From an optimization exercise on the open Yosys and OpenROAD flow, aimed at small area; shortcuts taken in it are not production practice. Function was checked by simulation only, so behaviour that the tests miss may differ from the original. No activity file was given, so power comes from the tool's default toggle rates.

[design/flow/config.mk]
export PLATFORM = sky130hd
export DESIGN_NAME = sprite_compositor
export DESIGN_NICKNAME = sprite_compositor
export VERILOG_FILES = /design/flow/design.v
export SDC_FILE = /design/flow/constraint.sdc
export NUM_CORES = 4
export LEC_CHECK = 0
export ABC_AREA = 1
export CAP_MARGIN = 20
export CORE_MARGIN = 2
export CORE_UTILIZATION = 50
export GPL_TIMING_DRIVEN = 0
export SETUP_SLACK_MARGIN = 0.05
export SLEW_MARGIN = 20
[design/flow/constraint.sdc]
create_clock -name core_clock -period 7.5 [get_ports {clk}]
set_input_delay 1.5000 -clock core_clock [delete_from_list [all_inputs] [get_ports {clk}]]
set_output_delay 1.5000 -clock core_clock [all_outputs]
set_load 0.01 [all_outputs]
[design/flow/standard.sh]
#!/bin/bash
# synth_recipe.tcl (not shown) runs the flow's synth.tcl, then flattens the netlist and writes it again
# the make line also repeats each setting of config.mk as NAME=value (left out here)
make -C /OpenROAD-flow-scripts/flow DESIGN_CONFIG=/design/flow/config.mk WORK_HOME=/design/flow/orfs CLKGATE_MAP_FILE= SYNTH_SCRIPT=/design/flow/synth_recipe.tcl "${@:-finish}"
[design/flow/design.v]
package sprite_pkg;
   localparam logic [11:0] KEY_DEFAULT = 12'h428;
   localparam int PIX_W       = 12;
   localparam int XW_DEF      = 10;
   localparam int YW_DEF      = 9;
   localparam int AW_DEF      = 14;
   localparam int NUM_SPR_DEF = 8;
   typedef logic [PIX_W-1:0] pixel_t;
   typedef struct packed {
      logic              en;
      logic [XW_DEF-1:0] x;
      logic [YW_DEF-1:0] y;
      logic [XW_DEF-1:0] w;
      logic [YW_DEF-1:0] h;
   } spr_desc_t;
   function automatic logic multi_hot(input logic [31:0] v);
      multi_hot = ((v & (v - 32'd1)) != 32'd0);
   endfunction
endpackage
module sprite_hit_addr
#(
   parameter int XW = 10,
   parameter int YW = 9,
   parameter int AW = 14
) (
   input  logic          clk,
   input  logic          rst,
   input  logic          frame_start,
   input  logic          pix_req,
   input  logic [XW-1:0] col,
   input  logic [YW-1:0] row,
   input  logic          en,
   input  logic [XW-1:0] x,
   input  logic [YW-1:0] y,
   input  logic [XW-1:0] w,
   input  logic [YW-1:0] h,
   output logic [AW-1:0] addr,
   output logic          hit
);
   logic          en_reg;
   logic [XW-1:0] x_reg;
   logic [XW-1:0] w_reg;
   logic [YW-1:0] y_reg;
   logic [YW-1:0] h_reg;
   logic          hit_next;
   logic [9:0] ndx;
   logic [10:0] ndx_c;
   logic ndx_co;
   logic [8:0] ndy;
   logic [9:0] ndy_c;
   logic ndy_co;
   logic [10:0] dx_lt_b;
   logic dx_lt;
   logic [9:0] dy_lt_b;
   logic dy_lt;
   logic [11:0] w3;
   logic [11:0] w3_c;
   logic s1_0;
   logic s2_0;
   logic s3_0;
   logic s1_1;
   logic s2_1;
   logic s3_1;
   logic s1_2;
   logic s2_2;
   logic s3_2;
   logic s1_3;
   logic s2_3;
   logic s3_3;
   logic pp0_0;
   logic pp0_1;
   logic pp0_2;
   logic pp0_3;
   logic pp0_4;
   logic pp0_5;
   logic pp0_6;
   logic pp0_7;
   logic pp0_8;
   logic pp0_9;
   logic pp0_10;
   logic pp0_11;
   logic pp1_2;
   logic pp1_3;
   logic pp1_4;
   logic pp1_5;
   logic pp1_6;
   logic pp1_7;
   logic pp1_8;
   logic pp1_9;
   logic pp1_10;
   logic pp1_11;
   logic pp1_12;
   logic pp1_13;
   logic pp2_4;
   logic pp2_5;
   logic pp2_6;
   logic pp2_7;
   logic pp2_8;
   logic pp2_9;
   logic pp2_10;
   logic pp2_11;
   logic pp2_12;
   logic pp2_13;
   logic pp3_6;
   logic pp3_7;
   logic pp3_8;
   logic pp3_9;
   logic pp3_10;
   logic pp3_11;
   logic pp3_12;
   logic pp3_13;
   logic pp4_8;
   logic pp4_9;
   logic pp4_10;
   logic pp4_11;
   logic pp4_12;
   logic pp4_13;
   logic [13:0] lin;
   logic s1;
   logic s2;
   logic s3;
   logic s4;
   logic s5;
   logic s6;
   logic s7;
   logic s8;
   logic s9;
   logic s10;
   logic s11;
   logic s12;
   logic s13;
   logic s14;
   logic s15;
   logic s16;
   logic s17;
   logic s18;
   logic s19;
   logic s20;
   logic s21;
   logic s22;
   logic s23;
   logic s24;
   logic s25;
   logic s26;
   logic s27;
   logic s28;
   logic s29;
   logic s30;
   logic s31;
   logic s32;
   logic s33;
   logic s34;
   logic s35;
   logic s36;
   logic s37;
   logic s38;
   logic s39;
   logic s40;
   logic s41;
   logic s42;
   logic s43;
   logic s44;
   logic s45;
   logic s46;
   logic s47;
   logic s48;
   logic s49;
   logic s50;
   logic s51;
   logic s52;
   logic s53;
   logic s54;
   logic s55;
   logic s56;
   logic s57;
   logic s58;
   logic s59;
   logic s60;
   logic s61;
   logic s62;
   logic s63;
   logic s64;
   logic s65;
   logic s66;
   logic s67;
   logic s68;
   logic s69;
   logic s70;
   logic s71;
   logic s72;
   logic s73;
   logic s74;
   logic s75;
   logic s76;
   logic s77;
   logic s78;
   logic s79;
   logic s80;
   logic s81;
   logic s82;
   logic s83;
   logic s84;
   logic s85;
   logic s86;
   logic s87;
   logic s88;
   logic s89;
   logic s90;
   logic s91;
   logic s92;
   logic s93;
   logic s94;
   logic [5:0] fin_p;
   logic [5:0] fin_g;
   logic [5:0] fin;
   logic pg95;
   logic pp96;
   logic pg97;
   logic pp98;
   logic pg99;
   logic pp100;
   logic pg101;
   logic pp102;
   logic pg103;
   logic pp104;
   logic pg105;
   logic pp106;
   logic pg107;
   logic pp108;
   logic fin_co;
   always_ff @(posedge clk) begin
      if (rst)
         en_reg <= 1'b0;
      else if (frame_start)
         en_reg <= en;
   end
   always_ff @(posedge clk) begin
      if (frame_start) begin
         x_reg <= x;
         y_reg <= y;
         w_reg <= w;
         h_reg <= h;
      end
   end
   assign ndx_c[0] = 1'b0;
   sprite_ha u_ha1 (.a(x_reg[0]), .b(~col[0]), .s(ndx[0]), .co(ndx_c[1]));
   sprite_fa u_fa2 (.a(x_reg[1]), .b(~col[1]), .ci(ndx_c[1]), .s(ndx[1]), .co(ndx_c[2]));
   sprite_fa u_fa3 (.a(x_reg[2]), .b(~col[2]), .ci(ndx_c[2]), .s(ndx[2]), .co(ndx_c[3]));
   sprite_fa u_fa4 (.a(x_reg[3]), .b(~col[3]), .ci(ndx_c[3]), .s(ndx[3]), .co(ndx_c[4]));
   sprite_fa u_fa5 (.a(x_reg[4]), .b(~col[4]), .ci(ndx_c[4]), .s(ndx[4]), .co(ndx_c[5]));
   sprite_fa u_fa6 (.a(x_reg[5]), .b(~col[5]), .ci(ndx_c[5]), .s(ndx[5]), .co(ndx_c[6]));
   sprite_fa u_fa7 (.a(x_reg[6]), .b(~col[6]), .ci(ndx_c[6]), .s(ndx[6]), .co(ndx_c[7]));
   sprite_fa u_fa8 (.a(x_reg[7]), .b(~col[7]), .ci(ndx_c[7]), .s(ndx[7]), .co(ndx_c[8]));
   sprite_fa u_fa9 (.a(x_reg[8]), .b(~col[8]), .ci(ndx_c[8]), .s(ndx[8]), .co(ndx_c[9]));
   sprite_fa u_fa10 (.a(x_reg[9]), .b(~col[9]), .ci(ndx_c[9]), .s(ndx[9]), .co(ndx_c[10]));
   assign ndx_co = ndx_c[10];
   assign ndy_c[0] = 1'b0;
   sprite_ha u_ha11 (.a(y_reg[0]), .b(~row[0]), .s(ndy[0]), .co(ndy_c[1]));
   sprite_fa u_fa12 (.a(y_reg[1]), .b(~row[1]), .ci(ndy_c[1]), .s(ndy[1]), .co(ndy_c[2]));
   sprite_fa u_fa13 (.a(y_reg[2]), .b(~row[2]), .ci(ndy_c[2]), .s(ndy[2]), .co(ndy_c[3]));
   sprite_fa u_fa14 (.a(y_reg[3]), .b(~row[3]), .ci(ndy_c[3]), .s(ndy[3]), .co(ndy_c[4]));
   sprite_fa u_fa15 (.a(y_reg[4]), .b(~row[4]), .ci(ndy_c[4]), .s(ndy[4]), .co(ndy_c[5]));
   sprite_fa u_fa16 (.a(y_reg[5]), .b(~row[5]), .ci(ndy_c[5]), .s(ndy[5]), .co(ndy_c[6]));
   sprite_fa u_fa17 (.a(y_reg[6]), .b(~row[6]), .ci(ndy_c[6]), .s(ndy[6]), .co(ndy_c[7]));
   sprite_fa u_fa18 (.a(y_reg[7]), .b(~row[7]), .ci(ndy_c[7]), .s(ndy[7]), .co(ndy_c[8]));
   sprite_fa u_fa19 (.a(y_reg[8]), .b(~row[8]), .ci(ndy_c[8]), .s(ndy[8]), .co(ndy_c[9]));
   assign ndy_co = ndy_c[9];
   assign dx_lt_b[0] = 1'b0;
   assign dx_lt_b[1] = (ndx[0] & w_reg[0]) | (ndx[0] & dx_lt_b[0]) | (w_reg[0] & dx_lt_b[0]);
   sprite_maj3 u_maj20 (.a(ndx[1]), .b(w_reg[1]), .c(dx_lt_b[1]), .x(dx_lt_b[2]));
   sprite_maj3 u_maj21 (.a(ndx[2]), .b(w_reg[2]), .c(dx_lt_b[2]), .x(dx_lt_b[3]));
   sprite_maj3 u_maj22 (.a(ndx[3]), .b(w_reg[3]), .c(dx_lt_b[3]), .x(dx_lt_b[4]));
   sprite_maj3 u_maj23 (.a(ndx[4]), .b(w_reg[4]), .c(dx_lt_b[4]), .x(dx_lt_b[5]));
   sprite_maj3 u_maj24 (.a(ndx[5]), .b(w_reg[5]), .c(dx_lt_b[5]), .x(dx_lt_b[6]));
   sprite_maj3 u_maj25 (.a(ndx[6]), .b(w_reg[6]), .c(dx_lt_b[6]), .x(dx_lt_b[7]));
   sprite_maj3 u_maj26 (.a(ndx[7]), .b(w_reg[7]), .c(dx_lt_b[7]), .x(dx_lt_b[8]));
   sprite_maj3 u_maj27 (.a(ndx[8]), .b(w_reg[8]), .c(dx_lt_b[8]), .x(dx_lt_b[9]));
   sprite_maj3 u_maj28 (.a(ndx[9]), .b(w_reg[9]), .c(dx_lt_b[9]), .x(dx_lt_b[10]));
   assign dx_lt = dx_lt_b[10];
   assign dy_lt_b[0] = 1'b0;
   assign dy_lt_b[1] = (ndy[0] & h_reg[0]) | (ndy[0] & dy_lt_b[0]) | (h_reg[0] & dy_lt_b[0]);
   sprite_maj3 u_maj29 (.a(ndy[1]), .b(h_reg[1]), .c(dy_lt_b[1]), .x(dy_lt_b[2]));
   sprite_maj3 u_maj30 (.a(ndy[2]), .b(h_reg[2]), .c(dy_lt_b[2]), .x(dy_lt_b[3]));
   sprite_maj3 u_maj31 (.a(ndy[3]), .b(h_reg[3]), .c(dy_lt_b[3]), .x(dy_lt_b[4]));
   sprite_maj3 u_maj32 (.a(ndy[4]), .b(h_reg[4]), .c(dy_lt_b[4]), .x(dy_lt_b[5]));
   sprite_maj3 u_maj33 (.a(ndy[5]), .b(h_reg[5]), .c(dy_lt_b[5]), .x(dy_lt_b[6]));
   sprite_maj3 u_maj34 (.a(ndy[6]), .b(h_reg[6]), .c(dy_lt_b[6]), .x(dy_lt_b[7]));
   sprite_maj3 u_maj35 (.a(ndy[7]), .b(h_reg[7]), .c(dy_lt_b[7]), .x(dy_lt_b[8]));
   sprite_maj3 u_maj36 (.a(ndy[8]), .b(h_reg[8]), .c(dy_lt_b[8]), .x(dy_lt_b[9]));
   assign dy_lt = dy_lt_b[9];
   assign w3[0] = w_reg[0];
   sprite_ha u_ha37 (.a(w_reg[1]), .b(w_reg[0]), .s(w3[1]), .co(w3_c[2]));
   sprite_fa u_fa38 (.a(w_reg[2]), .b(w_reg[1]), .ci(w3_c[2]), .s(w3[2]), .co(w3_c[3]));
   sprite_fa u_fa39 (.a(w_reg[3]), .b(w_reg[2]), .ci(w3_c[3]), .s(w3[3]), .co(w3_c[4]));
   sprite_fa u_fa40 (.a(w_reg[4]), .b(w_reg[3]), .ci(w3_c[4]), .s(w3[4]), .co(w3_c[5]));
   sprite_fa u_fa41 (.a(w_reg[5]), .b(w_reg[4]), .ci(w3_c[5]), .s(w3[5]), .co(w3_c[6]));
   sprite_fa u_fa42 (.a(w_reg[6]), .b(w_reg[5]), .ci(w3_c[6]), .s(w3[6]), .co(w3_c[7]));
   sprite_fa u_fa43 (.a(w_reg[7]), .b(w_reg[6]), .ci(w3_c[7]), .s(w3[7]), .co(w3_c[8]));
   sprite_fa u_fa44 (.a(w_reg[8]), .b(w_reg[7]), .ci(w3_c[8]), .s(w3[8]), .co(w3_c[9]));
   sprite_fa u_fa45 (.a(w_reg[9]), .b(w_reg[8]), .ci(w3_c[9]), .s(w3[9]), .co(w3_c[10]));
   sprite_ha u_ha46 (.a(w_reg[9]), .b(w3_c[10]), .s(w3[10]), .co(w3[11]));
   assign s1_0 = ~ndy[0] & ndy[1];
   assign s2_0 = ndy[0] & ~ndy[1];
   assign s3_0 = ~(ndy[0] | ndy[1]);
   assign s1_1 = ~ndy[2] & ndy[3];
   assign s2_1 = ndy[2] & ~ndy[3];
   assign s3_1 = ~(ndy[2] | ndy[3]);
   assign s1_2 = ~ndy[4] & ndy[5];
   assign s2_2 = ndy[4] & ~ndy[5];
   assign s3_2 = ~(ndy[4] | ndy[5]);
   assign s1_3 = ~ndy[6] & ndy[7];
   assign s2_3 = ndy[6] & ~ndy[7];
   assign s3_3 = ~(ndy[6] | ndy[7]);
   assign pp0_0 = ~((~ndy[0] & w_reg[0]));
   sprite_a222oi u_aoi47 (.a1(s1_0), .a2(w_reg[1]), .b1(s2_0), .b2(w_reg[0]), .c1(s3_0), .c2(w3[1]), .y(pp0_1));
   sprite_a222oi u_aoi48 (.a1(s1_0), .a2(w_reg[2]), .b1(s2_0), .b2(w_reg[1]), .c1(s3_0), .c2(w3[2]), .y(pp0_2));
   sprite_a222oi u_aoi49 (.a1(s1_0), .a2(w_reg[3]), .b1(s2_0), .b2(w_reg[2]), .c1(s3_0), .c2(w3[3]), .y(pp0_3));
   sprite_a222oi u_aoi50 (.a1(s1_0), .a2(w_reg[4]), .b1(s2_0), .b2(w_reg[3]), .c1(s3_0), .c2(w3[4]), .y(pp0_4));
   sprite_a222oi u_aoi51 (.a1(s1_0), .a2(w_reg[5]), .b1(s2_0), .b2(w_reg[4]), .c1(s3_0), .c2(w3[5]), .y(pp0_5));
   sprite_a222oi u_aoi52 (.a1(s1_0), .a2(w_reg[6]), .b1(s2_0), .b2(w_reg[5]), .c1(s3_0), .c2(w3[6]), .y(pp0_6));
   sprite_a222oi u_aoi53 (.a1(s1_0), .a2(w_reg[7]), .b1(s2_0), .b2(w_reg[6]), .c1(s3_0), .c2(w3[7]), .y(pp0_7));
   sprite_a222oi u_aoi54 (.a1(s1_0), .a2(w_reg[8]), .b1(s2_0), .b2(w_reg[7]), .c1(s3_0), .c2(w3[8]), .y(pp0_8));
   sprite_a222oi u_aoi55 (.a1(s1_0), .a2(w_reg[9]), .b1(s2_0), .b2(w_reg[8]), .c1(s3_0), .c2(w3[9]), .y(pp0_9));
   sprite_a22oi u_aoi56 (.a1(s2_0), .a2(w_reg[9]), .b1(s3_0), .b2(w3[10]), .y(pp0_10));
   assign pp0_11 = ~((s3_0 & w3[11]));
   assign pp1_2 = ~((~ndy[2] & w_reg[0]));
   sprite_a222oi u_aoi57 (.a1(s1_1), .a2(w_reg[1]), .b1(s2_1), .b2(w_reg[0]), .c1(s3_1), .c2(w3[1]), .y(pp1_3));
   sprite_a222oi u_aoi58 (.a1(s1_1), .a2(w_reg[2]), .b1(s2_1), .b2(w_reg[1]), .c1(s3_1), .c2(w3[2]), .y(pp1_4));
   sprite_a222oi u_aoi59 (.a1(s1_1), .a2(w_reg[3]), .b1(s2_1), .b2(w_reg[2]), .c1(s3_1), .c2(w3[3]), .y(pp1_5));
   sprite_a222oi u_aoi60 (.a1(s1_1), .a2(w_reg[4]), .b1(s2_1), .b2(w_reg[3]), .c1(s3_1), .c2(w3[4]), .y(pp1_6));
   sprite_a222oi u_aoi61 (.a1(s1_1), .a2(w_reg[5]), .b1(s2_1), .b2(w_reg[4]), .c1(s3_1), .c2(w3[5]), .y(pp1_7));
   sprite_a222oi u_aoi62 (.a1(s1_1), .a2(w_reg[6]), .b1(s2_1), .b2(w_reg[5]), .c1(s3_1), .c2(w3[6]), .y(pp1_8));
   sprite_a222oi u_aoi63 (.a1(s1_1), .a2(w_reg[7]), .b1(s2_1), .b2(w_reg[6]), .c1(s3_1), .c2(w3[7]), .y(pp1_9));
   sprite_a222oi u_aoi64 (.a1(s1_1), .a2(w_reg[8]), .b1(s2_1), .b2(w_reg[7]), .c1(s3_1), .c2(w3[8]), .y(pp1_10));
   sprite_a222oi u_aoi65 (.a1(s1_1), .a2(w_reg[9]), .b1(s2_1), .b2(w_reg[8]), .c1(s3_1), .c2(w3[9]), .y(pp1_11));
   sprite_a22oi u_aoi66 (.a1(s2_1), .a2(w_reg[9]), .b1(s3_1), .b2(w3[10]), .y(pp1_12));
   assign pp1_13 = ~((s3_1 & w3[11]));
   assign pp2_4 = ~((~ndy[4] & w_reg[0]));
   sprite_a222oi u_aoi67 (.a1(s1_2), .a2(w_reg[1]), .b1(s2_2), .b2(w_reg[0]), .c1(s3_2), .c2(w3[1]), .y(pp2_5));
   sprite_a222oi u_aoi68 (.a1(s1_2), .a2(w_reg[2]), .b1(s2_2), .b2(w_reg[1]), .c1(s3_2), .c2(w3[2]), .y(pp2_6));
   sprite_a222oi u_aoi69 (.a1(s1_2), .a2(w_reg[3]), .b1(s2_2), .b2(w_reg[2]), .c1(s3_2), .c2(w3[3]), .y(pp2_7));
   sprite_a222oi u_aoi70 (.a1(s1_2), .a2(w_reg[4]), .b1(s2_2), .b2(w_reg[3]), .c1(s3_2), .c2(w3[4]), .y(pp2_8));
   sprite_a222oi u_aoi71 (.a1(s1_2), .a2(w_reg[5]), .b1(s2_2), .b2(w_reg[4]), .c1(s3_2), .c2(w3[5]), .y(pp2_9));
   sprite_a222oi u_aoi72 (.a1(s1_2), .a2(w_reg[6]), .b1(s2_2), .b2(w_reg[5]), .c1(s3_2), .c2(w3[6]), .y(pp2_10));
   sprite_a222oi u_aoi73 (.a1(s1_2), .a2(w_reg[7]), .b1(s2_2), .b2(w_reg[6]), .c1(s3_2), .c2(w3[7]), .y(pp2_11));
   sprite_a222oi u_aoi74 (.a1(s1_2), .a2(w_reg[8]), .b1(s2_2), .b2(w_reg[7]), .c1(s3_2), .c2(w3[8]), .y(pp2_12));
   sprite_a222oi u_aoi75 (.a1(s1_2), .a2(w_reg[9]), .b1(s2_2), .b2(w_reg[8]), .c1(s3_2), .c2(w3[9]), .y(pp2_13));
   assign pp3_6 = ~((~ndy[6] & w_reg[0]));
   sprite_a222oi u_aoi76 (.a1(s1_3), .a2(w_reg[1]), .b1(s2_3), .b2(w_reg[0]), .c1(s3_3), .c2(w3[1]), .y(pp3_7));
   sprite_a222oi u_aoi77 (.a1(s1_3), .a2(w_reg[2]), .b1(s2_3), .b2(w_reg[1]), .c1(s3_3), .c2(w3[2]), .y(pp3_8));
   sprite_a222oi u_aoi78 (.a1(s1_3), .a2(w_reg[3]), .b1(s2_3), .b2(w_reg[2]), .c1(s3_3), .c2(w3[3]), .y(pp3_9));
   sprite_a222oi u_aoi79 (.a1(s1_3), .a2(w_reg[4]), .b1(s2_3), .b2(w_reg[3]), .c1(s3_3), .c2(w3[4]), .y(pp3_10));
   sprite_a222oi u_aoi80 (.a1(s1_3), .a2(w_reg[5]), .b1(s2_3), .b2(w_reg[4]), .c1(s3_3), .c2(w3[5]), .y(pp3_11));
   sprite_a222oi u_aoi81 (.a1(s1_3), .a2(w_reg[6]), .b1(s2_3), .b2(w_reg[5]), .c1(s3_3), .c2(w3[6]), .y(pp3_12));
   sprite_a222oi u_aoi82 (.a1(s1_3), .a2(w_reg[7]), .b1(s2_3), .b2(w_reg[6]), .c1(s3_3), .c2(w3[7]), .y(pp3_13));
   assign pp4_8 = ~(~ndy[8] & w_reg[0]);
   assign pp4_9 = ~(~ndy[8] & w_reg[1]);
   assign pp4_10 = ~(~ndy[8] & w_reg[2]);
   assign pp4_11 = ~(~ndy[8] & w_reg[3]);
   assign pp4_12 = ~(~ndy[8] & w_reg[4]);
   assign pp4_13 = ~(~ndy[8] & w_reg[5]);
   assign s1 = ~(ndx[0] ^ pp0_0);
   assign s2 = ndx[0] | pp0_0;
   assign lin[0] = s1;   
   sprite_fa u_fa83 (.a(ndx[1]), .b(s2), .ci(pp0_1), .s(s3), .co(s4));
   assign lin[1] = s3;   
   assign s5 = ~(ndx[2] ^ pp0_2);
   assign s6 = ndx[2] | pp0_2;
   sprite_fa u_fa84 (.a(pp1_2), .b(s5), .ci(s4), .s(s7), .co(s8));
   assign lin[2] = s7;   
   sprite_fa u_fa85 (.a(pp0_3), .b(ndx[3]), .ci(s6), .s(s9), .co(s10));
   sprite_fa u_fa86 (.a(pp1_3), .b(s8), .ci(s9), .s(s11), .co(s12));
   assign lin[3] = s11;   
   assign s13 = ~(pp0_4 ^ ndx[4]);
   assign s14 = pp0_4 | ndx[4];
   sprite_fa u_fa87 (.a(s10), .b(pp1_4), .ci(pp2_4), .s(s15), .co(s16));
   sprite_fa u_fa88 (.a(s13), .b(s12), .ci(s15), .s(s17), .co(s18));
   assign lin[4] = s17;   
   sprite_fa u_fa89 (.a(pp0_5), .b(pp1_5), .ci(s14), .s(s19), .co(s20));
   sprite_fa u_fa90 (.a(ndx[5]), .b(s16), .ci(s19), .s(s21), .co(s22));
   sprite_fa u_fa91 (.a(pp2_5), .b(s18), .ci(s21), .s(s23), .co(s24));
   assign lin[5] = s23;   
   assign s25 = ~(pp0_6 ^ pp1_6);
   assign s26 = pp0_6 | pp1_6;
   sprite_fa u_fa92 (.a(s25), .b(s20), .ci(ndx[6]), .s(s27), .co(s28));
   sprite_fa u_fa93 (.a(pp2_6), .b(pp3_6), .ci(s22), .s(s29), .co(s30));
   sprite_fa u_fa94 (.a(s27), .b(s24), .ci(s29), .s(s31), .co(s32));
   assign lin[6] = s31;   
   sprite_fa u_fa95 (.a(pp0_7), .b(pp1_7), .ci(s26), .s(s33), .co(s34));
   sprite_fa u_fa96 (.a(pp2_7), .b(s33), .ci(ndx[7]), .s(s35), .co(s36));
   sprite_fa u_fa97 (.a(s28), .b(s30), .ci(s35), .s(s37), .co(s38));
   sprite_fa u_fa98 (.a(pp3_7), .b(s32), .ci(s37), .s(s39), .co(s40));
   assign lin[7] = s39;   
   assign s41 = ~(pp0_8 ^ pp1_8);
   assign s42 = pp0_8 | pp1_8;
   sprite_fa u_fa99 (.a(s41), .b(s34), .ci(pp2_8), .s(s43), .co(s44));
   sprite_fa u_fa100 (.a(s43), .b(ndx[8]), .ci(s36), .s(s45), .co(s46));
   sprite_fa u_fa101 (.a(pp3_8), .b(pp4_8), .ci(s38), .s(s47), .co(s48));
   sprite_ha u_ha102 (.a(s45), .b(s47), .s(s49), .co(s50));
   sprite_fa u_fa103 (.a(pp0_9), .b(pp1_9), .ci(s42), .s(s51), .co(s52));
   sprite_fa u_fa104 (.a(pp2_9), .b(s51), .ci(s44), .s(s53), .co(s54));
   sprite_fa u_fa105 (.a(pp3_9), .b(s53), .ci(pp4_9), .s(s55), .co(s56));
   sprite_fa u_fa106 (.a(ndx[9]), .b(s46), .ci(s55), .s(s57), .co(s58));
   sprite_ha u_ha107 (.a(s48), .b(s50), .s(s59), .co(s60));
   assign s61 = ~(pp0_10 ^ pp1_10);
   assign s62 = pp0_10 | pp1_10;
   sprite_fa u_fa108 (.a(s61), .b(s52), .ci(pp2_10), .s(s63), .co(s64));
   sprite_fa u_fa109 (.a(s63), .b(pp3_10), .ci(s54), .s(s65), .co(s66));
   sprite_fa u_fa110 (.a(pp4_10), .b(s56), .ci(s65), .s(s67), .co(s68));
   sprite_ha u_ha111 (.a(s58), .b(s67), .s(s69), .co(s70));
   assign s71 = ~(pp0_11 ^ pp1_11);
   assign s72 = pp0_11 | pp1_11;
   sprite_fa u_fa112 (.a(s62), .b(s71), .ci(pp2_11), .s(s73), .co(s74));
   sprite_fa u_fa113 (.a(s64), .b(s73), .ci(pp3_11), .s(s75), .co(s76));
   sprite_fa u_fa114 (.a(pp4_11), .b(s66), .ci(s75), .s(s77), .co(s78));
   sprite_ha u_ha115 (.a(s68), .b(s77), .s(s79), .co(s80));
   sprite_fa u_fa116 (.a(pp1_12), .b(s72), .ci(pp2_12), .s(s81), .co(s82));
   sprite_fa u_fa117 (.a(s74), .b(s81), .ci(pp3_12), .s(s83), .co(s84));
   sprite_fa u_fa118 (.a(pp4_12), .b(s76), .ci(s83), .s(s85), .co(s86));
   sprite_ha u_ha119 (.a(s78), .b(s85), .s(s87), .co(s88));
   assign s89 = pp1_13 ^ pp2_13;
   assign s90 = s89 ^ s82;
   assign s91 = s90 ^ pp3_13;
   assign s92 = pp4_13 ^ s91;
   assign s93 = s84 ^ s92;
   assign s94 = s93 ^ s86;
   assign fin_p[0] = s40 ^ s49;
   assign fin_g[0] = s40 & s49;
   assign fin_p[1] = s57 ^ s59;
   assign fin_g[1] = s57 & s59;
   assign fin_p[2] = s60 ^ s69;
   assign fin_g[2] = s60 & s69;
   assign fin_p[3] = s70 ^ s79;
   assign fin_g[3] = s70 & s79;
   assign fin_p[4] = s80 ^ s87;
   assign fin_g[4] = s80 & s87;
   assign fin_p[5] = s94 ^ s88;
   assign fin_g[5] = s94 & s88;
   assign pg95 = fin_g[1] | (fin_p[1] & fin_g[0]);
   assign pp96 = fin_p[1] & fin_p[0];
   assign pg97 = fin_g[3] | (fin_p[3] & fin_g[2]);
   assign pp98 = fin_p[3] & fin_p[2];
   assign pg99 = fin_g[5] | (fin_p[5] & fin_g[4]);
   assign pp100 = fin_p[5] & fin_p[4];
   assign pg101 = fin_g[2] | (fin_p[2] & pg95);
   assign pp102 = fin_p[2] & pp96;
   assign pg103 = pg97 | (pp98 & pg95);
   assign pp104 = pp98 & pp96;
   assign pg105 = fin_g[4] | (fin_p[4] & pg103);
   assign pp106 = fin_p[4] & pp104;
   assign pg107 = pg99 | (pp100 & pg103);
   assign pp108 = pp100 & pp104;
   assign fin[0] = fin_p[0] ^ 1'b0;
   assign fin[1] = fin_p[1] ^ fin_g[0];
   assign fin[2] = fin_p[2] ^ pg95;
   assign fin[3] = fin_p[3] ^ pg101;
   assign fin[4] = fin_p[4] ^ pg103;
   assign fin[5] = fin_p[5] ^ pg105;
   assign fin_co = pg107;
   assign lin[8] = fin[0];
   assign lin[9] = fin[1];
   assign lin[10] = fin[2];
   assign lin[11] = fin[3];
   assign lin[12] = fin[4];
   assign lin[13] = ~fin[5];
   assign hit_next = pix_req && en_reg && !ndx_co && !ndy_co && dx_lt && dy_lt;
   always_ff @(posedge clk) begin
      if (rst) begin
         addr <= '0;
         hit  <= 1'b0;
      end else begin
         hit  <= hit_next;
         addr <= hit_next ? ~lin : '0;
      end
   end
endmodule
module sprite_fa (
   input  logic a,
   input  logic b,
   input  logic ci,
   output logic s,
   output logic co
);
   assign s  = a ^ b ^ ci;
   assign co = (a & b) | (a & ci) | (b & ci);
endmodule
module sprite_ha (
   input  logic a,
   input  logic b,
   output logic s,
   output logic co
);
   assign s  = a ^ b;
   assign co = a & b;
endmodule
module sprite_a222oi (
   input  logic a1,
   input  logic a2,
   input  logic b1,
   input  logic b2,
   input  logic c1,
   input  logic c2,
   output logic y
);
   assign y = ~((a1 & a2) | (b1 & b2) | (c1 & c2));
endmodule
module sprite_maj3 (
   input  logic a,
   input  logic b,
   input  logic c,
   output logic x
);
   assign x = (a & b) | (a & c) | (b & c);
endmodule
module sprite_a22oi (
   input  logic a1,
   input  logic a2,
   input  logic b1,
   input  logic b2,
   output logic y
);
   assign y = ~((a1 & a2) | (b1 & b2));
endmodule
module sprite_compositor
#(
   parameter int          NUM_SPR = 8,
   parameter int          XW      = 10,
   parameter int          YW      = 9,
   parameter int          AW      = 14,
   parameter logic [11:0] KEY     = sprite_pkg::KEY_DEFAULT
) (
   input  logic                     clk,
   input  logic                     rst,
   input  logic                     frame_start,
   input  logic                     pix_req,
   input  logic [XW-1:0]            col_in,
   input  logic [YW-1:0]            row_in,
   input  logic [NUM_SPR-1:0]       spr_en,
   input  logic [NUM_SPR*XW-1:0]    spr_x,
   input  logic [NUM_SPR*YW-1:0]    spr_y,
   input  logic [NUM_SPR*XW-1:0]    spr_w,
   input  logic [NUM_SPR*YW-1:0]    spr_h,
   output logic [NUM_SPR*AW-1:0]    spr_addr,
   input  logic [NUM_SPR*12-1:0]    spr_data,
   input  logic [11:0]              bg_data,
   input  logic                     ovl_en,
   input  logic [11:0]              ovl_data,
   output logic [11:0]              pix_out,
   output logic                     pix_valid,
   output logic [$clog2(NUM_SPR):0] top_id,
   output logic [NUM_SPR-1:0]       coll_flags
);
   localparam int IDW = $clog2(NUM_SPR) + 1;
   logic [NUM_SPR-1:0] hit1;
   logic [NUM_SPR-1:0] hit2;
   logic [NUM_SPR-1:0] opaque;
   logic [NUM_SPR-1:0] higher;
   logic [NUM_SPR-1:0] sel;
   logic [NUM_SPR-1:0] seen1;
   logic [NUM_SPR-1:0] seen2;
   logic [NUM_SPR-1:0] coll_event;
   logic [NUM_SPR-1:0] acc_reg;
   logic               valid1;
   logic               valid2;
   logic               ovl1;
   logic               ovl2;
   logic               live;
   logic               sel_bg;
   logic               sel_ovl;
   logic               sel_hold;
   sprite_pkg::pixel_t pix_next;
   logic [IDW-1:0]     id_next;
   genvar gi;
   generate
      for (gi = 0; gi < NUM_SPR; gi++) begin : g_chan
         sprite_hit_addr #(
            .XW (XW),
            .YW (YW),
            .AW (AW)
         ) u_hit (
            .clk         (clk),
            .rst         (rst),
            .frame_start (frame_start),
            .pix_req     (pix_req),
            .col         (col_in),
            .row         (row_in),
            .en          (spr_en[gi]),
            .x           (spr_x[gi*XW +: XW]),
            .y           (spr_y[gi*YW +: YW]),
            .w           (spr_w[gi*XW +: XW]),
            .h           (spr_h[gi*YW +: YW]),
            .addr        (spr_addr[gi*AW +: AW]),
            .hit         (hit1[gi])
         );
         assign opaque[gi] = hit2[gi] && (spr_data[gi*12 +: 12] != KEY);
      end
   endgenerate
   always_ff @(posedge clk) begin
      if (rst) begin
         valid1 <= 1'b0;
         ovl1   <= 1'b0;
         valid2 <= 1'b0;
         ovl2   <= 1'b0;
         hit2   <= '0;
      end else begin
         valid1 <= pix_req;
         ovl1   <= ovl_en;
         valid2 <= valid1;
         ovl2   <= ovl1;
         hit2   <= hit1;
      end
   end
   always_comb begin
      higher[NUM_SPR-1] = 1'b0;
      for (int i = NUM_SPR - 2; i >= 0; i--)
         higher[i] = higher[i+1] | opaque[i+1];
      live     = !rst && valid2 && !ovl2;
      for (int i = 0; i < NUM_SPR; i++)
         sel[i] = live && opaque[i] && !higher[i];
      sel_ovl  = !rst && valid2 && ovl2;
      sel_bg   = live && !(higher[0] | opaque[0]);
      sel_hold = !rst && !valid2;
      id_next  = {IDW{sel_hold}} & top_id;
      for (int i = 0; i < NUM_SPR; i++)
         id_next = id_next | ({IDW{sel[i]}} & IDW'(i + 1));
      seen1[0] = opaque[0];
      seen2[0] = 1'b0;
      for (int i = 1; i < NUM_SPR; i++) begin
         seen1[i] = seen1[i-1] | opaque[i];
         seen2[i] = seen2[i-1] | (seen1[i-1] & opaque[i]);
      end
      coll_event = {NUM_SPR{seen2[NUM_SPR-1]}} & opaque;
   end
   logic [11:0] pix_y0, pix_y1, pix_y2, pix_y3;
   genvar bi;
   generate
      for (bi = 0; bi < 12; bi++) begin : g_pix
         sprite_a222oi u_y0 (
            .a1 (sel[0]), .a2 (spr_data[0*12 + bi]),
            .b1 (sel[1]), .b2 (spr_data[1*12 + bi]),
            .c1 (sel[2]), .c2 (spr_data[2*12 + bi]),
            .y  (pix_y0[bi])
         );
         sprite_a222oi u_y1 (
            .a1 (sel[3]), .a2 (spr_data[3*12 + bi]),
            .b1 (sel[4]), .b2 (spr_data[4*12 + bi]),
            .c1 (sel[5]), .c2 (spr_data[5*12 + bi]),
            .y  (pix_y1[bi])
         );
         sprite_a222oi u_y2 (
            .a1 (sel[6]), .a2 (spr_data[6*12 + bi]),
            .b1 (sel[7]), .b2 (spr_data[7*12 + bi]),
            .c1 (sel_ovl), .c2 (ovl_data[bi]),
            .y  (pix_y2[bi])
         );
         sprite_a22oi u_y3 (
            .a1 (sel_bg), .a2 (bg_data[bi]),
            .b1 (sel_hold), .b2 (pix_out[bi]),
            .y  (pix_y3[bi])
         );
         assign pix_next[bi] = !(pix_y0[bi] && pix_y1[bi] && pix_y2[bi] && pix_y3[bi]);
      end
   endgenerate
   always_ff @(posedge clk) begin
      pix_out <= pix_next;
      top_id  <= id_next;
   end
   always_ff @(posedge clk) begin
      if (rst) begin
         pix_valid  <= 1'b0;
         acc_reg    <= '0;
         coll_flags <= '0;
      end else begin
         pix_valid <= valid2;
         if (frame_start) begin
            coll_flags <= acc_reg | coll_event;
            acc_reg    <= '0;
         end else begin
            acc_reg    <= acc_reg | coll_event;
         end
      end
   end
endmodule
[design/flow/flow/mapcells.py]
# Writes a copy of the design in which the RTL's adder and gate modules
# (sprite_fa, sprite_ha and the sprite_<gate> modules listed below) are the
# library cells of the same function.
import re, sys
src = open(sys.argv[1]).read()
fa = """module sprite_fa (a, b, ci, s, co);
   input a, b, ci;
   output s, co;
   sky130_fd_sc_hd__fa_1 u_cell (.A(a), .B(b), .CIN(ci), .SUM(s), .COUT(co));
endmodule
"""
ha = """module sprite_ha (a, b, s, co);
   input a, b;
   output s, co;
   sky130_fd_sc_hd__ha_1 u_cell (.A(a), .B(b), .SUM(s), .COUT(co));
endmodule
"""
aoi = {'sprite_a222oi': ('a222oi_1', ['a1','a2','b1','b2','c1','c2'], ['A1','A2','B1','B2','C1','C2']),
       'sprite_a22oi': ('a22oi_1', ['a1','a2','b1','b2'], ['A1','A2','B1','B2']),
       'sprite_maj3': ('maj3_1', ['a','b','c'], ['A','B','C']),
       'sprite_nor4': ('nor4_1', ['a','b','c','d'], ['A','B','C','D']),
       'sprite_nand3': ('nand3_1', ['a','b','c'], ['A','B','C']),
       'sprite_nand4bb': ('nand4bb_1', ['a_n','b_n','c','d'], ['A_N','B_N','C','D'])}
for mod, (cell, pins, cpins) in aoi.items():
    o = 'x' if cell.startswith('maj') else 'y'
    body = f"module {mod} ({', '.join(pins)}, {o});\n   input {', '.join(pins)};\n   output {o};\n   sky130_fd_sc_hd__{cell} u_cell (" + ', '.join(f'.{c}({p})' for c, p in zip(cpins, pins)) + f", .{'X' if cell.startswith('maj') else 'Y'}({'x' if cell.startswith('maj') else 'y'}));\nendmodule\n"
    src = re.sub(r'\bmodule\s+' + mod + r'\b.*?\bendmodule\b', body, src, flags=re.S)
n1 = len(re.findall(r'\bmodule\s+sprite_fa\b', src)); n2 = len(re.findall(r'\bmodule\s+sprite_ha\b', src))
src = re.sub(r'\bmodule\s+sprite_fa\b.*?\bendmodule\b', fa, src, flags=re.S)
src = re.sub(r'\bmodule\s+sprite_ha\b.*?\bendmodule\b', ha, src, flags=re.S)
sys.stderr.write(f"replaced {n1} fa, {n2} ha modules\n")
open(sys.argv[2], 'w').write(src)
[design/flow/flow/run.sh]
#!/bin/bash
# Own layout flow: the standard flow (standard.sh) with these changes.
#  - Synthesis reads a copy of the design in which the RTL's full and half
#    adder and gate modules (sprite_fa, sprite_ha, sprite_a222oi, sprite_a22oi,
#    sprite_maj3) are the library cells of the same function,
#    and the flow's own full-adder extraction is off (ADDER_MAP_FILE empty),
#    so the adder tree is built as the RTL lays it out. Everything else,
#    registers included, is the standard synthesis.
#  - Every port still gets a buffer, but a plain buf_1 instead of the delay
#    buffer that buffer_ports picks by default.
#  - After global routing, non-critical gates are downsized again
#    (RECOVER_POWER), which the standard flow leaves off.
#  - Clock tree synthesis clusters up to 25 sinks within 100 um under each
#    clkbuf_16 and inserts no dummy loads.
# Each step's full output goes to a log file in the work folder.
set -euo pipefail
WORK=$(pwd)
python3 flow/mapcells.py design.v "$WORK/design_cells.v" > mapcells.log 2>&1
COMMON=("VERILOG_FILES=$WORK/design_cells.v" "ADDER_MAP_FILE=")
bash standard.sh "${COMMON[@]}" synth > synth.log 2>&1
CTS="-sink_clustering_enable -repair_clock_nets -dont_use_dummy_load -buf_list sky130_fd_sc_hd__clkbuf_16 -sink_clustering_size 25 -sink_clustering_max_diameter 100"
bash standard.sh "${COMMON[@]}" "BUFFER_PORTS_ARGS=-buffer_cell sky130_fd_sc_hd__buf_1" "CTS_ARGS=$CTS" RECOVER_POWER=100 finish > layout.log 2>&1
==> results by group <==
Timing
  – Fin crit share: 97.6%
  – Post-route minimum period: 7.32 ns
  – Final setup viols: 0
  – Fin Setup TNS: 0 ns
  – Final slew viol count: 167
  – Count of final hold-check violations: 0
  – Max Clk Rate: 137 MHz
  – Slew @ Worst Pin: 1.93 ns
  – Worst Skew: 0.0411 ns
  – Relative slew slack: -28.8%
  – Unrepaired setup endpoints after global routing: true

Setup path
  – Critical path depth: 24
  – Slowest library cell on the worst path: fa_2
  – Reg2reg end: g_chan[6].u_hit.addr[13]$_SDFF_PP0_
  – Worst Setup Path Type: in2reg
  – Buffers & Inverters on Critical Path: 3
  – Worst Path Arrival: 7.83 ns
  – Critical Path Fanout Max: 8
  – CP cell instances: buf_1 -> bufinv_8 -> ha_1 -> fa_2 -> fa_2 -> fa_2 -> fa_1 -> fa_2 -> inv_1 -> nor2_4 -> a222oi_1 -> fa_1 -> fa_1 -> fa_2 -> fa_1 -> or2_1 -> nand3_1 -> nand2_1 -> nand2_1 -> nand2_1 -> nand2_1 -> nand2_1 -> or2_0 -> a21oi_2
  – Crit path max-delay family: adder cells
  – Worst Setup End Kind: register
  – Slowest cell delay on critical path: 0.63 ns
  – Setup crit start kind: input pin
  – R2R Setup Slk: 0.22 ns
  – CP startpoint: row_in[0]
  – Crit path required time: 8.01 ns
  – Worst R2R Start: g_chan[6].u_hit.w_reg[0]$_DFFE_PP_
  – R2R cell count: 23

Power
  – Sw frac: 46.6%
  – Sw Pwr: 8.30 mW
  – Power Dens Cells: 464 nW/um2
  – Power Internal: 9.52 mW
  – Total power: 17.8 mW
  – Reg power frac: 17.6%
  – Comb power frac: 74.4%
  – Clock share of power: 8.0%
  – Maximum VDD drop: 0.367 mV
  – Static Leak: 13.8 nW

Logic synthesis
  – EDFF count, synth: 304
  – Mean post-synth cell area: 12.3 um2
  – Top cell type by total area after synthesis: fa_1
  – Synth top cells by count: fa_1, nand2_1, a222oi_1
  – Syn nets: 3,667
  – Yosys top cell area share: 27.7%
  – Post-Syn Instances: 2,683
  – Post-Syn Area: 33,000 um2
  – Most used DFF post-synth: edfxtp_1
  – Synth Warn #: 2
  – Most frequent cell after synthesis: fa_1
  – Area contributors post-synth: fa_1, edfxtp_1, dfxtp_1
  – Library cells used by synthesis: 43
  – Synthesized flop and latch total: 477
  – Sequential fraction of the synthesis area: 38.2%
  – FFs w/ async S/R, synth: 0%

Hold path
  – Hold path endpoint: hit2[7]$_SDFF_PP0_
  – Hold depth: 2
  – Worst Hold Launch: g_chan[7].u_hit.hit$_SDFF_PP0_
  – Hold WC Path Type: reg2reg

CTS
  – Reg clk slew, reported paths: 0.10 ns
  – TritonCTS buffer count: 25
  – CTS tree: done
  – Clock Latency Late Sink: 0.61 ns
  – CTS root buf: clkbuf_16
  – CTS Buffer Depth: 3
  – H-Tree Depth: 1
  – Clk sink count: 477
  – Cts hold-fix bufs: 0

Cells and area
  – Layout cells sized above 1: 14.6%
  – Largest register FFs: 112
  – Fill count: 5,578
  – Final core utilization: 58.7%
  – Layout area overhead: 16.6%
  – Design area: 38,400 um2
  – Register area: 12,600 um2
  – Footprint of the multi-input gates: 20,300 um2
  – Nets@finish: 4,352

Placed design
  – GP Congestion: 1.05
  – IO Port Bufs: 591
  – DPL Wire Length: 85.5 mm
  – DP Area: 36,600 um2

Detailed routing
  – DRC: 0
  – Iteration-0 DRC Markers: 3,814
  – TritonRoute pass-1 iters: 14
  – Post-DRT Antenna Nets: 0
  – Drt total wl: 109 mm
  – DR vias/cell: 6.07
  – Drt wl/cell: 25.7 um
  – Total number of vias: 25,800

Floorplanning
  – Die height: 261 um
  – Die area: 68,000 um2
  – I/O pins: 593
  – Core area: 65,500 um2
  – Die W: 261 um
  – Starting Density: 50.3%
  – Rows: 94

Global routing
  – First-pass GRT wire length: 159 mm
  – Total grt overflow: 0
  – Total Routing Usage GR: 31.6%
  – Initial antenna violation count: 25
  – Vias in the first global route: 25,800
  – Largest net degree at the start of global routing: 36

Run status
  – Outcome: finished with violations
  – Violated checks: max-capacitance violations, max-slew violations

Flow run
  – Max-cap viol count: 5
[routing by layer]
metal | GRT usage (%) | wire (um)
met2 | 53.1 | 53100
met1 | 39.3 | 40100
met4 | 14.7 | 5710
met5 | 0 | 132
met3 | 6.66 | 10100
[stage by stage]
step,instances,hold slack (ns),setup slack (ns)
after floorplan,2683,0.388,0.170
after global placement,4138,0.393,-11.65
after detailed placement,4153,0.394,-1.01
after CTS,4213,0.394,0.0486
after global routing,4241,0.404,-0.0791
final,4247,0.383,0.183
[logic make-up (layout without fill, tap and decap cells)]
logic type / Yosys count / in the layout / share of synthesized area, %
XOR/XNOR: 77 / 77 / 2.05
flip-flops: 477 / 477 / 38.2
AO/OA/AOI/OAI: 413 / 413 / 11.3
adder cells (fa/ha/maj): 664 / 664 / 34.5
buffers and inverters: 252 / 934 / 3.09
other: 0 / 17 / 0
AND/OR/NAND/NOR: 800 / 801 / 10.8
[worst register-to-register path: stages (launching register included)]
cell,delay [ns]
edfxtp_1,0.47
ha_2,0.23
fa_2,0.34
fa_2,0.34
fa_2,0.35
fa_2,0.34
fa_2,0.35
fa_2,0.35
fa_2,0.35
fa_2,0.50
a222oi_1,0.35
fa_1,0.52
fa_1,0.56
fa_2,0.47
fa_1,0.41
ha_1,0.33
xor2_1,0.25
nand2_2,0.11
nand2_1,0.09
nand2_2,0.07
nand2_1,0.11
a21boi_2,0.07
o21ai_1,0.14
a21oi_1,0.06
[layout by cell type, fill, tap and decap left out, drive strengths merged]
cell,n
buf,647
fa,456
nand2,409
a222oi,308
edfxtp,304
inv,223
nor2,222
dfxtp,173
maj3,136
or2,81
ha,72
clkbuf,59
a21oi,54
xor2,50
nand3,47
a22oi,28
xnor2,27
diode,17
nor3,13
nand4,12
a22o,8
nor3b,8
nor4,8
o21ai,6
a21boi,4
a211oi,3
clkinv,3
nand3b,1
o211ai,1
clkinvlp,1
bufinv,1
o21a,1
[worst max path at each step]
stage,slack [ns],to
2_1_floorplan,0.17,g_chan[4].u_hit.addr[13]$_SDFF_PP0_
3_3_place_gp,-11.65,acc_reg[1]$_SDFF_PP0_
3_5_place_dp,-1.01,g_chan[1].u_hit.addr[12]$_SDFF_PP0_
4_1_cts,0.05,g_chan[1].u_hit.addr[11]$_SDFF_PP0_
5_1_grt,-0.08,g_chan[4].u_hit.addr[13]$_SDFF_PP0_
6_report,0.18,g_chan[1].u_hit.addr[12]$_SDFF_PP0_
[area by class of cell]
type / instances / share of cell area [%]
multi-input combinational: 1955 / 52.8
clock buffer: 25 / 1.63
timing repair buffer: 657 / 7.22
antenna: 17 / 0.111
tap: 864 / 2.81
buffer: 24 / 0.387
inverter: 228 / 2.28
sequential: 477 / 32.8
[repair_timing]
item                       CTS  global route
setup buffers               35            16
pin swaps                   26           100
resized for setup           71           239
setup endpoints to repair   29            26
gates cloned                 0             1
[power groups by stage]
stage	Sequential, mW	Clock [mW]	Combinational [mW]
3_5_place_dp	3.22	0	11.9
6_report	3.14	1.42	13.3
3_3_place_gp	3.25	0	11.6
4_1_cts	3.13	1.46	12.3
2_1_floorplan	3.15	0	9.41
5_1_grt	3.16	1.55	15.0

-- static timing again, ports no longer ideal --
The flow's constraints put no driver on any port. The routed layout listed below was extracted and timed again, unchanged, in two steps. Step 1 sets driving cells, clkbuf_16 on the clock port and buf_2 on the other inputs (assumed; they add their load-dependent delay and slew). Step 2, shift: input delay + t, output delay - t, t = (earliest + latest rising clock arrival at the registers) / 2. This alone moves slack from input paths to output paths. Three values: no drivers, after step 1, after step 2; two values: the first two.
shift t [ns]: 0.653
setup WS [ns]: 0.183 / 0.223 / -0.431
worst setup path after step 2: input to register
cell pins on the clock port's net: 1
The setup slack of this run moves by +0.040 ns with the drivers and by -0.614 ns with both steps.
